From an optimization exercise on the open Yosys and OpenROAD flow, aimed at small area, a short achievable clock period and few clock cycles per item; shortcuts taken in it are not production practice.

==> module fp_mul_arbiter, before the edit <==
module fp_mul_arbiter #(
   parameter int unsigned CALC_CYCLES = 1
) (
   input  logic        clk,
   input  logic        rst,
   input  logic        req0_valid,
   input  logic        req1_valid,
   output logic        req0_ready,
   output logic        req1_ready,
   input  logic [31:0] req0_a,
   input  logic [31:0] req0_b,
   input  logic [31:0] req1_a,
   input  logic [31:0] req1_b,
   output logic        rsp_valid,
   input  logic        rsp_ready,
   output logic        rsp_id,
   output logic [31:0] rsp_data,
   output logic        busy
);
   logic        ptr_q;
   logic        adv, grant1, acc, ld0, ld1, hold;
   logic        va_q, ida_q, sga_q, nana_q, infa_q, zeroa_q;
   logic [22:0] fa_q, fb_q;    
   logic [8:0]  esa_q;         
   logic        vb_q, idb_q, sgnb_q, nanb_q, infb_q, zerob_q;
   logic [25:0] sbn_q, cbn_q;  
   logic        cib_q;         
   logic        stb_q;         
   logic [8:0]  esb_q;         
   logic        vr_q, idr_q;
   logic [31:0] dr_q;
   assign adv        = ~(vr_q & ~rsp_ready);
   assign grant1     = req1_valid & (~req0_valid | ptr_q);
   assign req0_ready = ~rst & adv & ~(req1_valid & ptr_q);
   assign req1_ready = ~rst & adv & (ptr_q | ~req0_valid);
   assign acc        = ~rst & adv & (req0_valid | req1_valid);
   assign ld0        = adv & ~grant1;
   assign ld1        = adv & grant1;
   assign hold       = ~adv;
   assign rsp_valid = vr_q;
   assign rsp_id    = idr_q;
   assign rsp_data  = dr_q;
   assign busy      = va_q | vb_q | vr_q;
   logic [31:0] as, bs;
   logic [7:0]  e1, e2;
   logic        nan1, nan2, inf1, inf2, zero1, zero2;
   assign as    = grant1 ? req1_a : req0_a;
   assign bs    = grant1 ? req1_b : req0_b;
   assign e1    = as[30:23];
   assign e2    = bs[30:23];
   assign nan1  = (e1 == 8'hFF) && (as[22:0] != 23'd0);
   assign nan2  = (e2 == 8'hFF) && (bs[22:0] != 23'd0);
   assign inf1  = (e1 == 8'hFF) && (as[22:0] == 23'd0);
   assign inf2  = (e2 == 8'hFF) && (bs[22:0] == 23'd0);
   assign zero1 = (e1 == 8'd0);
   assign zero2 = (e2 == 8'd0);
   logic [22:0] f1, f2;
   logic [47:0] cs_sn, cs_cn;
   logic [23:0] lo;
   logic [23:0] za, zb;
   logic        low_zero;
   assign f1    = fa_q;
   assign f2    = fb_q;
   mul24_csn u_mul (.x(f1), .y(f2), .sn(cs_sn), .cn(cs_cn));
   assign lo = {cs_sn[21:0], 1'b1} + {cs_cn[21:0], 1'b1};
   always_comb begin
      za[0] = 1'b1;
      zb[0] = 1'b1;
      for (int k = 1; k < 24; k++) begin
         za[k] = za[k-1] & ~f1[k-1];
         zb[k] = zb[k-1] & ~f2[k-1];
      end
      low_zero = 1'b0;
      for (int k = 0; k <= 22; k++) low_zero = low_zero | (za[k] & zb[22-k]);
   end
   logic [26:0]       pbx;
   logic [25:0]       pb;     
   logic              p47, rnd0, rnd1, ovf0, ovf1, huge, tiny;
   logic [22:0]       inc0, inc1, frac;
   logic [9:0]        ex0, ex1, ex2, ex;
   logic [31:0]       res;
   assign pbx  = {sbn_q, 1'b1} + {cbn_q, ~cib_q};
   assign pb   = ~pbx[26:1];
   assign p47  = pb[25];
   assign inc0 = pb[23:1] + 23'd1;
   assign inc1 = pb[24:2] + 23'd1;
   assign rnd0 = pb[0] & (stb_q | pb[1]);
   assign rnd1 = pb[1] & (stb_q | pb[0] | pb[2]);
   assign ovf0 = rnd0 & (&pb[24:1]);
   assign ovf1 = rnd1 & (&pb[24:2]);
   assign ex0  = {1'b0, esb_q} - 10'd127;
   assign ex1  = {1'b0, esb_q} - 10'd126;
   assign ex2  = {1'b0, esb_q} - 10'd125;
   logic [2:0] hg, tn;
   logic       sel2, sel1;
   assign hg[0] = ~ex0[9] & (ex0[8] | (&ex0[7:0]));
   assign hg[1] = ~ex1[9] & (ex1[8] | (&ex1[7:0]));
   assign hg[2] = ~ex2[9] & (ex2[8] | (&ex2[7:0]));
   assign tn[0] = ex0[9] | (ex0 == 10'd0);
   assign tn[1] = ex1[9] | (ex1 == 10'd0);
   assign tn[2] = ex2[9] | (ex2 == 10'd0);
   assign sel2 = p47 & ovf1;
   assign sel1 = p47 ? ~ovf1 : ovf0;
   always_comb begin
      frac = p47 ? (rnd1 ? inc1 : pb[24:2]) : (rnd0 ? inc0 : pb[23:1]);
      ex   = sel2 ? ex2 : (sel1 ? ex1 : ex0);
      huge = sel2 ? hg[2] : (sel1 ? hg[1] : hg[0]);
      tiny = sel2 ? tn[2] : (sel1 ? tn[1] : tn[0]);
      if (nanb_q) begin
         res = 32'h7FC0_0000;
      end else if (infb_q || huge) begin
         res = {sgnb_q, 8'hFF, 23'd0};
      end else if (zerob_q || tiny) begin
         res = {sgnb_q, 31'd0};
      end else begin
         res = {sgnb_q, ex[7:0], frac};
      end
   end
   always_ff @(posedge clk) begin
      if (rst) begin
         ptr_q <= 1'b0;
         va_q  <= 1'b0;
         vb_q  <= 1'b0;
         vr_q  <= 1'b0;
      end else if (adv) begin
         if (acc) ptr_q <= ~grant1;
         va_q <= acc;
         vb_q <= va_q;
         vr_q <= vb_q;
      end
   end
   always_ff @(posedge clk) begin
      fa_q <= ({23{ld0}} & req0_a[22:0]) | ({23{ld1}} & req1_a[22:0]) | ({23{hold}} & fa_q);
      fb_q <= ({23{ld0}} & req0_b[22:0]) | ({23{ld1}} & req1_b[22:0]) | ({23{hold}} & fb_q);
   end
   always_ff @(posedge clk) begin
      if (adv) begin
         ida_q   <= grant1;
         sga_q   <= as[31] ^ bs[31];
         esa_q   <= {1'b0, e1} + {1'b0, e2};
         nana_q  <= nan1 | nan2 | (inf1 & zero2) | (zero1 & inf2);
         infa_q  <= inf1 | inf2;
         zeroa_q <= zero1 | zero2;
         idb_q   <= ida_q;
         sgnb_q  <= sga_q;
         nanb_q  <= nana_q;
         infb_q  <= infa_q;
         zerob_q <= zeroa_q;
         esb_q   <= esa_q;
         sbn_q   <= cs_sn[47:22];
         cbn_q   <= cs_cn[47:22];
         cib_q   <= ~lo[23];
         stb_q   <= ~low_zero;
         idr_q   <= idb_q;
         dr_q    <= res;
      end
   end
endmodule
export LEC_CHECK = 0
export CAP_MARGIN = 20
export CORE_MARGIN = 2
export CORE_UTILIZATION = 55
export SETUP_SLACK_MARGIN = 5
export SLEW_MARGIN = 20
export SYNTH_HIERARCHICAL = 1
create_clock -name core_clock -period 11.0 [get_ports {clk}]
standard.sh (not shown) runs the stock make flow with config.mk's settings and CLKGATE_MAP_FILE= SYNTH_SCRIPT=/design/flow/synth_recipe.tcl, a recipe that flattens the netlist after the stock synthesis.
==> flow/flow/run.sh <==
#!/bin/bash
set -euo pipefail
bash standard.sh "BUFFER_PORTS_ARGS=-buffer_cell sky130_fd_sc_hd__buf_1" SETUP_SLACK_MARGIN=5.5 finish > make.log 2>&1
The baseline ran to the end with no violations.
Rerun with:
--- a/flow/design.v
+++ b/flow/design.v
@@ -16,32 +16,31 @@
    output logic        rsp_id,
    output logic [31:0] rsp_data,
    output logic        busy
 );
    logic        ptr_q;
-   logic        adv, grant1, acc, ld0, ld1, hold;
+   logic        adv, grant1, acc;
    logic        va_q, ida_q, sga_q, nana_q, infa_q, zeroa_q;
    logic [22:0] fa_q, fb_q;    
    logic [8:0]  esa_q;         
    logic        vb_q, idb_q, sgnb_q, nanb_q, infb_q, zerob_q;
    logic [25:0] sbn_q, cbn_q;  
    logic        cib_q;         
    logic        stb_q;         
    logic [8:0]  esb_q;         
-   logic        vr_q, idr_q;
+   logic        vr_q, idr_q, nanr_q, infr_q, zeror_q;
    logic [31:0] dr_q;
    assign adv        = ~(vr_q & ~rsp_ready);
    assign grant1     = req1_valid & (~req0_valid | ptr_q);
    assign req0_ready = ~rst & adv & ~(req1_valid & ptr_q);
    assign req1_ready = ~rst & adv & (ptr_q | ~req0_valid);
    assign acc        = ~rst & adv & (req0_valid | req1_valid);
-   assign ld0        = adv & ~grant1;
-   assign ld1        = adv & grant1;
-   assign hold       = ~adv;
    assign rsp_valid = vr_q;
    assign rsp_id    = idr_q;
-   assign rsp_data  = dr_q;
+   assign rsp_data  = nanr_q  ? 32'h7FC0_0000 :
+                      infr_q  ? {dr_q[31], 8'hFF, 23'd0} :
+                      zeror_q ? {dr_q[31], 31'd0} : dr_q;
    assign busy      = va_q | vb_q | vr_q;
    logic [31:0] as, bs;
    logic [7:0]  e1, e2;
    logic        nan1, nan2, inf1, inf2, zero1, zero2;
    assign as    = grant1 ? req1_a : req0_a;
@@ -77,10 +76,11 @@
    logic [25:0]       pb;     
    logic              p47, rnd0, rnd1, ovf0, ovf1, huge, tiny;
    logic [22:0]       inc0, inc1, frac;
    logic [9:0]        ex0, ex1, ex2, ex;
    logic [31:0]       res;
+   logic              res_inf, res_zero;
    assign pbx  = {sbn_q, 1'b1} + {cbn_q, ~cib_q};
    assign pb   = ~pbx[26:1];
    assign p47  = pb[25];
    assign inc0 = pb[23:1] + 23'd1;
    assign inc1 = pb[24:2] + 23'd1;
@@ -104,19 +104,13 @@
    always_comb begin
       frac = p47 ? (rnd1 ? inc1 : pb[24:2]) : (rnd0 ? inc0 : pb[23:1]);
       ex   = sel2 ? ex2 : (sel1 ? ex1 : ex0);
       huge = sel2 ? hg[2] : (sel1 ? hg[1] : hg[0]);
       tiny = sel2 ? tn[2] : (sel1 ? tn[1] : tn[0]);
-      if (nanb_q) begin
-         res = 32'h7FC0_0000;
-      end else if (infb_q || huge) begin
-         res = {sgnb_q, 8'hFF, 23'd0};
-      end else if (zerob_q || tiny) begin
-         res = {sgnb_q, 31'd0};
-      end else begin
-         res = {sgnb_q, ex[7:0], frac};
-      end
+      res      = {sgnb_q, ex[7:0], frac};
+      res_inf  = infb_q | huge;
+      res_zero = zerob_q | tiny;
    end
    always_ff @(posedge clk) begin
       if (rst) begin
          ptr_q <= 1'b0;
          va_q  <= 1'b0;
@@ -128,17 +122,15 @@
          vb_q <= va_q;
          vr_q <= vb_q;
       end
    end
    always_ff @(posedge clk) begin
-      fa_q <= ({23{ld0}} & req0_a[22:0]) | ({23{ld1}} & req1_a[22:0]) | ({23{hold}} & fa_q);
-      fb_q <= ({23{ld0}} & req0_b[22:0]) | ({23{ld1}} & req1_b[22:0]) | ({23{hold}} & fb_q);
-   end
-   always_ff @(posedge clk) begin
       if (adv) begin
          ida_q   <= grant1;
          sga_q   <= as[31] ^ bs[31];
+         fa_q    <= as[22:0];
+         fb_q    <= bs[22:0];
          esa_q   <= {1'b0, e1} + {1'b0, e2};
          nana_q  <= nan1 | nan2 | (inf1 & zero2) | (zero1 & inf2);
          infa_q  <= inf1 | inf2;
          zeroa_q <= zero1 | zero2;
          idb_q   <= ida_q;
@@ -151,10 +143,13 @@
          cbn_q   <= cs_cn[47:22];
          cib_q   <= ~lo[23];
          stb_q   <= ~low_zero;
          idr_q   <= idb_q;
          dr_q    <= res;
+         nanr_q  <= nanb_q;
+         infr_q  <= res_inf;
+         zeror_q <= res_zero;
       end
    end
 endmodule
 module mul24_csn (
    input  logic [22:0] x,
Outcome: Global-route usage shrinks by 1.5 points. Setup slack improves by 120 ps. Register-to-register slack improves by 120 ps. Area after synthesis grows by 0.46%. Wire length shrinks by 5.8%.
Function was not checked in any run of this note: the RTL went through the layout flow alone.

-- static timing again, ports no longer ideal --
The flow's constraints put no driver on any port. The routed layouts listed below were extracted and timed again, unchanged, in two steps. Step 1 assumes that a clkbuf_16 drives the clock port and a buf_2 every other input. Step 2, shift: input delay + t, output delay - t, t = (earliest + latest rising clock arrival at the registers) / 2. This alone moves slack from input paths to output paths. Slacks: ideal ports / drivers / drivers and shift; pairs: ideal ports / drivers.
run | t (ns) | slack for setup (ns) | hold slack, ns | slew at the worst register clock pin (ns)
the first run | 0.522 | 5.596 / 5.596 / 5.467 | 0.422 / 0.422 / 0.422 | 0.08 / 0.08
the second run | 0.548 | 5.713 / 5.713 / 5.315 | 0.417 / 0.417 / 0.417 | 0.08 / 0.08
After both steps every run listed still meets setup and hold. The setup slack of the second run, which loses most, moves by 0.000 ns with the drivers and by -0.398 ns with both steps.
